This design comes from an exercise in tuning for small area on the open sky130 flow, not from production work.
Function was checked by simulation only, so behaviour that the tests miss may differ from the original.

Setup of the baseline:
// dwt_analysis_stage
module dwt_analysis_stage (
    input  logic              clk,
    input  logic              rstn,
    input  logic              clr,
    input  logic              in_valid,
    input  logic signed [8:0] in_data,
    input  logic              coef_we,
    input  logic              coef_sel,
    input  logic [3:0]        coef_addr,
    input  logic signed [8:0] coef_wdata,
    output logic signed [15:0] lo_data,
    output logic signed [15:0] hi_data,
    output logic              out_valid,
    output logic              sat_flag
);
==> module dwt_analysis_stage, before the edit <==
module dwt_analysis_stage (
    input  logic              clk,
    input  logic              rstn,
    input  logic              clr,
    input  logic              in_valid,
    input  logic signed [8:0] in_data,
    input  logic              coef_we,
    input  logic              coef_sel,
    input  logic [3:0]        coef_addr,
    input  logic signed [8:0] coef_wdata,
    output logic signed [15:0] lo_data,
    output logic signed [15:0] hi_data,
    output logic              out_valid,
    output logic              sat_flag
);
    logic phase_q, pv_q, v1_q, v2_q, v3_q, ov_q, sat_q;
    logic issue;
    assign issue = in_valid & phase_q & ~clr;
    always_ff @(posedge clk or negedge rstn) begin
        if (!rstn) begin
            phase_q <= 1'b0;
            pv_q    <= 1'b0;
            v1_q    <= 1'b0;
            v2_q    <= 1'b0;
            v3_q    <= 1'b0;
            ov_q    <= 1'b0;
        end else begin
            phase_q <= ~clr & (phase_q ^ in_valid);
            pv_q    <= ~clr & (pv_q | (in_valid & phase_q));
            v1_q    <= issue;
            v2_q    <= v1_q & ~clr;
            v3_q    <= v2_q & ~clr;
            ov_q    <= v3_q & ~clr;
        end
    end
    logic [8:0]  in_n, h_q;
    logic [17:0] p_q, q_q;
    logic        qv_q;
    assign in_n = ~in_data;
    always_ff @(posedge clk) begin
        if (in_valid & ~phase_q) h_q <= in_n;
        if (in_valid & phase_q) begin
            p_q <= {in_n, h_q};
            q_q <= p_q;
        end
    end
    always_ff @(posedge clk or negedge rstn) begin
        if (!rstn)                     qv_q <= 1'b0;
        else if (in_valid & phase_q)   qv_q <= pv_q;
    end
    logic       w1v_q, w1s_q, w2v_q;
    logic [1:0] w1a_q, w2a_q;
    logic [8:0] w1d_q, w2d_q;
    always_ff @(posedge clk or negedge rstn) begin
        if (!rstn) begin
            w1v_q <= 1'b0;
            w2v_q <= 1'b0;
        end else begin
            w1v_q <= coef_we & (coef_addr[3:2] == 2'b00);
            w2v_q <= w1v_q & ~w1s_q;
        end
    end
    always_ff @(posedge clk) begin
        w1s_q <= coef_sel;
        w1a_q <= coef_addr[1:0];
        w1d_q <= coef_wdata;
        w2a_q <= w1a_q;
        w2d_q <= w1d_q;
    end
    logic [8:0] lo_c_q [4];
    logic [8:0] hi_c_q [4];
    logic [3:0] hd_q, ld_q, hi_we, lo_we;
    for (genvar k = 0; k < 4; k++) begin : g_we
        assign hi_we[k] = w1v_q & w1s_q & (w1a_q == 2'(k));
        assign lo_we[k] = w2v_q & (w2a_q == 2'(k));
    end
    always_ff @(posedge clk) begin
        for (int k = 0; k < 4; k++) begin
            if (hi_we[k]) hi_c_q[k] <= w1d_q;
            if (lo_we[k]) lo_c_q[k] <= w2d_q;
        end
    end
    always_ff @(posedge clk or negedge rstn) begin
        if (!rstn) begin
            hd_q <= 4'hf;
            ld_q <= 4'hf;
        end else begin
            hd_q <= hd_q & ~hi_we;
            ld_q <= ld_q & ~lo_we;
        end
    end
    logic [35:0] coef_n;
    logic [17:0] r;
    logic [3:0]  s_hi, s_lo, shr, shd, slr, sld;
    assign s_hi = {v1_q, v1_q, v1_q & qv_q, v1_q & qv_q};
    assign s_lo = {~v1_q, ~v1_q, ~v1_q & qv_q, ~v1_q & qv_q};
    for (genvar k = 0; k < 4; k++) begin : g_sel
        assign shr[k] = s_hi[3-k] & ~hd_q[k];
        assign shd[k] = s_hi[3-k] & hd_q[k];
        assign slr[k] = s_lo[3-k] & ~ld_q[k];
        assign sld[k] = s_lo[3-k] & ld_q[k];
    end
    localparam logic [35:0] HI_D = {dwt_pkg::HI_C3, dwt_pkg::HI_C2, dwt_pkg::HI_C1, dwt_pkg::HI_C0};
    localparam logic [35:0] LO_D = {dwt_pkg::LO_C3, dwt_pkg::LO_C2, dwt_pkg::LO_C1, dwt_pkg::LO_C0};
    for (genvar k = 0; k < 4; k++) begin : g_coef
        for (genvar j = 0; j < 9; j++) begin : g_bit
            assign coef_n[(3-k)*9 + j] = ~((shr[k] & hi_c_q[k][j]) | (slr[k] & lo_c_q[k][j])
                                          | (shd[k] & HI_D[k*9 + j]) | (sld[k] & LO_D[k*9 + j]));
        end
    end
    dwt_fir_mac u_mac (.taps_n({p_q, q_q}), .coef_n(coef_n), .r(r));
    logic [17:0] u_q;
    logic [15:0] y, lo_q, hi_q;
    logic        ovf, ho_q;
    assign ovf = (u_q[17:15] != 3'b000) && (u_q[17:15] != 3'b111);
    assign y   = ovf ? {u_q[17], {15{~u_q[17]}}} : u_q[15:0];
    always_ff @(posedge clk) begin
        u_q <= r;
        if (v2_q) begin
            hi_q <= y;
            ho_q <= ovf;
        end
        if (v3_q) lo_q <= y;
    end
    always_ff @(posedge clk or negedge rstn) begin
        if (!rstn) sat_q <= 1'b0;
        else       sat_q <= ~clr & (sat_q | (v3_q & (ho_q | ovf)));
    end
    assign lo_data   = lo_q;
    assign hi_data   = hi_q;
    assign out_valid = ov_q;
    assign sat_flag  = sat_q;
endmodule
export LEC_CHECK = 0
export CAP_MARGIN = 20
export CORE_MARGIN = 2
export CORE_UTILIZATION = 50
export PLACE_DENSITY = 0.7
export SLEW_MARGIN = 20
export SYNTH_HIERARCHICAL = 1
export SYNTH_MINIMUM_KEEP_SIZE = 0
create_clock -name core_clock -period 7.0 [get_ports {clk}]
standard.sh (not shown) runs the stock make flow with config.mk's settings and CLKGATE_MAP_FILE= SYNTH_SCRIPT=/design/flow/synth_recipe.tcl, a recipe that flattens the netlist after the stock synthesis.
==> flow/flow/run.sh <==
#!/bin/bash
# The standard layout with two changes: the input and output port buffers use
# the smallest buffer cell, and clock tree synthesis clusters the flip-flops in groups
# of up to 10 behind clkbuf_4 buffers and adds no dummy loads.
set -euo pipefail
export BUFFER_PORTS_ARGS="-buffer_cell sky130_fd_sc_hd__buf_1"
export CTS_ARGS="-sink_clustering_enable -repair_clock_nets -dont_use_dummy_load -buf_list sky130_fd_sc_hd__clkbuf_4 -sink_clustering_size 10 -sink_clustering_max_diameter 60"
bash standard.sh > standard_flow.log 2>&1
[inputs] the candidate vs the baseline
--- a/flow/design.v
+++ b/flow/design.v
@@ -1644,49 +1644,38 @@
         w2a_q <= w1a_q;
         w2d_q <= w1d_q;
     end
     logic [8:0] lo_c_q [4];
     logic [8:0] hi_c_q [4];
-    logic [3:0] hd_q, ld_q, hi_we, lo_we;
-    for (genvar k = 0; k < 4; k++) begin : g_we
-        assign hi_we[k] = w1v_q & w1s_q & (w1a_q == 2'(k));
-        assign lo_we[k] = w2v_q & (w2a_q == 2'(k));
-    end
-    always_ff @(posedge clk) begin
-        for (int k = 0; k < 4; k++) begin
-            if (hi_we[k]) hi_c_q[k] <= w1d_q;
-            if (lo_we[k]) lo_c_q[k] <= w2d_q;
-        end
-    end
     always_ff @(posedge clk or negedge rstn) begin
         if (!rstn) begin
-            hd_q <= 4'hf;
-            ld_q <= 4'hf;
+            lo_c_q[0] <= dwt_pkg::LO_C0;
+            lo_c_q[1] <= dwt_pkg::LO_C1;
+            lo_c_q[2] <= dwt_pkg::LO_C2;
+            lo_c_q[3] <= dwt_pkg::LO_C3;
+            hi_c_q[0] <= dwt_pkg::HI_C0;
+            hi_c_q[1] <= dwt_pkg::HI_C1;
+            hi_c_q[2] <= dwt_pkg::HI_C2;
+            hi_c_q[3] <= dwt_pkg::HI_C3;
         end else begin
-            hd_q <= hd_q & ~hi_we;
-            ld_q <= ld_q & ~lo_we;
+            for (int k = 0; k < 4; k++) begin
+                if (w1v_q & w1s_q & (w1a_q == 2'(k))) hi_c_q[k] <= w1d_q;
+                if (w2v_q & (w2a_q == 2'(k)))         lo_c_q[k] <= w2d_q;
+            end
         end
     end
     logic [35:0] coef_n;
     logic [17:0] r;
-    logic [3:0]  s_hi, s_lo, shr, shd, slr, sld;
-    assign s_hi = {v1_q, v1_q, v1_q & qv_q, v1_q & qv_q};
-    assign s_lo = {~v1_q, ~v1_q, ~v1_q & qv_q, ~v1_q & qv_q};
-    for (genvar k = 0; k < 4; k++) begin : g_sel
-        assign shr[k] = s_hi[3-k] & ~hd_q[k];
-        assign shd[k] = s_hi[3-k] & hd_q[k];
-        assign slr[k] = s_lo[3-k] & ~ld_q[k];
-        assign sld[k] = s_lo[3-k] & ld_q[k];
-    end
-    localparam logic [35:0] HI_D = {dwt_pkg::HI_C3, dwt_pkg::HI_C2, dwt_pkg::HI_C1, dwt_pkg::HI_C0};
-    localparam logic [35:0] LO_D = {dwt_pkg::LO_C3, dwt_pkg::LO_C2, dwt_pkg::LO_C1, dwt_pkg::LO_C0};
-    for (genvar k = 0; k < 4; k++) begin : g_coef
-        for (genvar j = 0; j < 9; j++) begin : g_bit
-            assign coef_n[(3-k)*9 + j] = ~((shr[k] & hi_c_q[k][j]) | (slr[k] & lo_c_q[k][j])
-                                          | (shd[k] & HI_D[k*9 + j]) | (sld[k] & LO_D[k*9 + j]));
-        end
-    end
+    logic        s_hi, s_lo, s_hi_q, s_lo_q;
+    assign s_hi   = v1_q;
+    assign s_lo   = ~v1_q;
+    assign s_hi_q = v1_q & qv_q;
+    assign s_lo_q = ~v1_q & qv_q;
+    assign coef_n = ~{({9{s_hi}}   & hi_c_q[0]) | ({9{s_lo}}   & lo_c_q[0]),
+                      ({9{s_hi}}   & hi_c_q[1]) | ({9{s_lo}}   & lo_c_q[1]),
+                      ({9{s_hi_q}} & hi_c_q[2]) | ({9{s_lo_q}} & lo_c_q[2]),
+                      ({9{s_hi_q}} & hi_c_q[3]) | ({9{s_lo_q}} & lo_c_q[3])};
     dwt_fir_mac u_mac (.taps_n({p_q, q_q}), .coef_n(coef_n), .r(r));
     logic [17:0] u_q;
     logic [15:0] y, lo_q, hi_q;
     logic        ovf, ho_q;
     assign ovf = (u_q[17:15] != 3'b000) && (u_q[17:15] != 3'b111);
==> run summary <==
The baseline and the candidate ended up with roughly the same fraction of the cycle the final worst path needs.
The candidate ended up with a higher tightest hold margin than the baseline did.
On number of iterations in the first detailed-routing pass, the baseline and the candidate are basically level.
Of the candidate and the baseline, it is the candidate that has the higher number of global-route vias before repair.
The candidate ends up with lower flip-flop and latch count than the baseline does.
Via total after detailed routing came out higher on the candidate than on the baseline.
The candidate -> the baseline: total stage count of the critical path delta 0, exact match
Non-clock inverter count in the final layout (higher): the baseline
Taking the baseline as the reference point, the final design area excluding fillers of the candidate rises by about 0.5%.
Worst endpoint data arrival time is lower on the baseline
Looking at complex-gate fraction of the synthesized area, the candidate sits below the baseline.
Between the baseline and the candidate, non-clock buffering overhead in the final layout decreased.

## re-timing with driven ports
The results above use ideal ports. As a check the final layouts listed here were re-extracted and re-timed, cells and wires unchanged.
Step 1 assumes that a clkbuf_16 drives the clock port and a buf_2 every other input.
Step 2 also shifts input and output timing later by t, the mid clock arrival at the registers, as if the neighbouring blocks saw the same clock.
Slacks: ideal ports / drivers / drivers and shift; pairs: ideal ports / drivers.
| run | t, ns | setup slack, ns | worst data-port slew with drivers (ns) | pins driven straight from the clock port |
|---|---|---|---|---|
| the baseline | 0.699 | 0.276 / 0.276 / 0.276 | 0.03 | 1 |
| the candidate | 0.732 | 0.270 / 0.270 / 0.270 | 0.05 | 1 |
After both steps setup and hold are still met in every run listed.
